Source: an optimization exercise on an open RTL-to-GDS flow (aim: small area, a short achievable clock period and few clock cycles). Production flows keep margins and buffers that such runs may drop.
In this exercise RTL edits were held to simulation tests only and were not proved equivalent to the original.
No activity file was given, so power comes from the tool's default toggle rates.

## v8
==> flow/design.v (excerpt) <==
module mac_acc_array #(
    parameter int DW    = mac_pkg::MAC_DW,
    parameter int LANES = 8,
    parameter int ACCW  = 2 * DW + 8
) (
    input  logic                  clk,
    input  logic                  rst_n,
    input  logic                  in_valid,
    output logic                  in_ready,
    input  logic [LANES*DW-1:0]   A,
    input  logic [LANES*DW-1:0]   W,
    input  logic                  Asigned,
    input  logic                  Wsigned,
    input  logic                  acc_clr,
    input  logic                  acc_last,
    output logic                  out_valid,
    input  logic                  out_ready,
    output logic [LANES*ACCW-1:0] Q,
    output logic [LANES-1:0]      ovf
);
Size in the first run: about 3,400 cells after synthesis, roughly 340 I/O pins.
clock: 5.6 ns
lec_check: 0
cap_margin: 20
core_margin: 2
core_utilization: 40
setup_slack_margin: 2.4
slew_margin: 20
standard.sh (not shown) runs the stock make flow with config.mk's settings and CLKGATE_MAP_FILE= SYNTH_SCRIPT=/design/flow/synth_recipe.tcl, a recipe that flattens the netlist after the stock synthesis.
==> flow/flow/run.sh <==
#!/bin/bash
# Own layout flow: the standard flow with two changes.
#  1. After the standard synthesis, full-adder cells are rewired to their
#     complemented inputs/outputs where that removes inverters
#     (fa_polarity.py; same logic function, same registers).
#  2. Ports are buffered with a small buffer instead of the default delay cell.
# Each tool's output goes to a log file of its own in the work folder.
set -euo pipefail
W=$(pwd)
R=$W/orfs/results/$FLOW_PLATFORM/mac_acc_array/base
bash standard.sh "$R/1_2_yosys.v" > "$W/flow_synth.log" 2>&1
cp "$R/1_2_yosys.v" "$W/1_2_yosys.standard.v"
python3 "$W/flow/fa_polarity.py" "$W/1_2_yosys.standard.v" "$R/1_2_yosys.v" > "$W/flow_fa_polarity.log" 2>&1
touch "$R/1_2_yosys.v" "$R/1_2_yosys.sdc"
BUFFER_PORTS_ARGS="-buffer_cell ${PORT_BUFFER:-sky130_fd_sc_hd__buf_1}" \
  bash standard.sh finish > "$W/flow_layout.log" 2>&1
Other scripts of this flow, unchanged in this note and not shown: flow/flow/fa_polarity.py
v8: flow completed, timing, DRC and antenna clean
Testbench counts of v8, summed over its fixed seeds: cycles 32,255.
Edits applied to the flow inputs when going from v8 to v1:
diff --git a/flow/config.mk b/flow/config.mk
--- a/flow/config.mk
+++ b/flow/config.mk
@@ -11 +11,3 @@
-export SETUP_SLACK_MARGIN = 2.4
+export CTS_CLUSTER_DIAMETER = 80
+export CTS_CLUSTER_SIZE = 25
+export SETUP_SLACK_MARGIN = 2.3
Notes after the runs:
- Comparing v8 against v1, there is no change at all in setup TNS.
- Routed wire in v1 totals less than in v8.
- Part of the power in the clock network: v1 < v8
- Final worst-path cycle share: v1 vs v8 up 1.2 points
- Of v8 and v1, the run reporting the lower wire length on met3 was v1.
- | via count | v1 vs v8 | better |
- When v1 is set beside v8, its proportion of final cell area spent on non-clock buffers turns out to be 0.67 points smaller.


## run 1
mac_acc_array, a different RTL version from the one above (not shown whole).
Size in the first run: ~3,900 cells after synthesis, roughly 340 I/O pins, ~0.033 mm² of cells after synthesis.
==> flow/config.mk <==
export PLATFORM = sky130hd
export DESIGN_NAME = mac_acc_array
export DESIGN_NICKNAME = mac_acc_array
export VERILOG_FILES = /design/flow/design.v
export SDC_FILE = /design/flow/constraint.sdc
export NUM_CORES = 4
export LEC_CHECK = 0
export ABC_AREA = 1
export CAP_MARGIN = 20
export CORE_MARGIN = 2
export CORE_UTILIZATION = 40
export CTS_CLUSTER_DIAMETER = 80
export CTS_CLUSTER_SIZE = 25
export SETUP_SLACK_MARGIN = 2.5
export SLEW_MARGIN = 20
==> flow/constraint.sdc <==
create_clock -name core_clock -period 5.6 [get_ports {clk}]
set_input_delay 1.1200 -clock core_clock [delete_from_list [all_inputs] [get_ports {clk}]]
set_output_delay 1.1200 -clock core_clock [all_outputs]
set_load 0.01 [all_outputs]
Scripts as last shown in full above: flow/flow/run.sh
Other scripts of this flow, unchanged in this note and not shown: flow/flow/fa_polarity.py
Testbench counts of run 1, summed over its fixed seeds: cycles 32,255.
What run 2 does differently from run 1 at the input level:
- a deleted ABC_AREA that had been 1
- a deleted CTS_CLUSTER_SIZE that had been 25
- a deleted CTS_CLUSTER_DIAMETER that had been 80
- a change of SETUP_SLACK_MARGIN from 2.5 to 2.3
- Run 2 completed; timing, DRC and antenna clean
- When run 2 is measured against run 1, its sequential share of layout area turns out 0.62 points lower.
- Power share of the combinational group: run 2 < run 1
- [compare] base=run 1 new=run 2: arrival time at the worst endpoint up 0.28 ns; pin count of the biggest net entering global routing down 56; design area up 2.8%.
- Lower global routing usage on met3 was reported by run 2, not run 1.
--- input diff run 2..run 3 ---
- CTS_CLUSTER_SIZE now 25, previously not set
- CTS_CLUSTER_DIAMETER now 80, previously not set
- CORE_UTILIZATION now 50, was 40
- ABC_AREA now 1, previously not set
- SETUP_SLACK_MARGIN now 2.6, was 2.3
==> results.txt <==
Delta (run 3 minus run 2): worst setup slack went up by 0.25 ns, fraction of power spent switching nets went up by 4.0 points, total net switching power went up by 130 µW.
Highest clock rate, run 3 vs run 2: up by a little under 10%
Worst supply voltage drop on vdd went down by a few percent going from run 2 to run 3.
Summary of run 3 over run 2: total power fell by 1.3 mW; met2 routing resource usage after global routing rose by 4.3 points; count of clock-buffer cells in the layout went down by 38.
Clock network fraction of design power, run 2 and run 3, lower one = run 3.
Modified inputs, run 4 compared to run 3
- a deleted CTS_CLUSTER_SIZE that had been 25
- a change of SETUP_SLACK_MARGIN from 2.6 to 2.2
- a deleted ABC_AREA that had been 1
- a deleted CTS_CLUSTER_DIAMETER that had been 80
- a change of CORE_UTILIZATION from 50 to 40
### Flow results
Run 4 did not stop at any stage, and its layout met the timing, design-rule and antenna checks.
From run 4 to run 3, sequential cell count did not move at all.
Count of non-CTS buffers in the layout came out lower on run 4 than on run 3.
Looking at power, run 4 sits about 4% higher than run 3 does.
Summary: smallest setup slack after layout, run 4 worse than run 3
Cell area after layout grows slightly when moving from run 3 to run 4.
Looking at power per cell area across run 4 and run 3, the one that comes out higher is run 4.
Modified inputs, run 5 compared to run 4
- a change of SETUP_SLACK_MARGIN from 2.2 to 2.6
- an added CTS_CLUSTER_SIZE of 25
- an added ABC_AREA of 1
- an added CTS_CLUSTER_DIAMETER of 80
Setup fix buffers added after clock tree synthesis was lower in the run labelled run 4. Total power of run 5 is lower than that of run 4. [run 5 vs run 4] cell count: higher in run 5.

## static timing again, ports no longer ideal
No port has a modelled driver above. Below, the same layouts with a new extraction and two added sets of constraints.
Step 1 (the two cells are an assumption about what drives the block):
set clk [get_ports {clk}]
set_driving_cell -lib_cell sky130_fd_sc_hd__clkbuf_16 $clk
set_driving_cell -lib_cell sky130_fd_sc_hd__buf_2 [delete_from_list [all_inputs] $clk]
Step 2 times the ports against the registers' clock, not the clock port: input delays grow and output delays shrink by t, the midpoint of the rising clock arrivals with the driver on.
Slacks: ideal ports / drivers / drivers and shift; pairs: ideal ports / drivers.
run	t, ns	setup slack, ns	clock arrival spread, ns
v8	0.647	2.378 / 2.378 / 1.751	0.022 / 0.022
v1	0.625	2.310 / 2.310 / 1.708	0.025 / 0.025
run 1	0.629	2.490 / 2.392 / 1.763	0.033 / 0.033
run 2	0.674	2.257 / 2.257 / 1.615	0.020 / 0.020
run 3	0.632	2.510 / 2.528 / 1.896	0.024 / 0.024
run 4	0.657	2.254 / 2.254 / 1.628	0.030 / 0.029
run 5	0.636	2.548 / 2.504 / 1.868	0.031 / 0.032
After both steps every run listed still meets setup and hold. For run 1, which loses most, drivers alone change the setup slack by -0.098 ns; drivers and shift together by -0.727 ns.
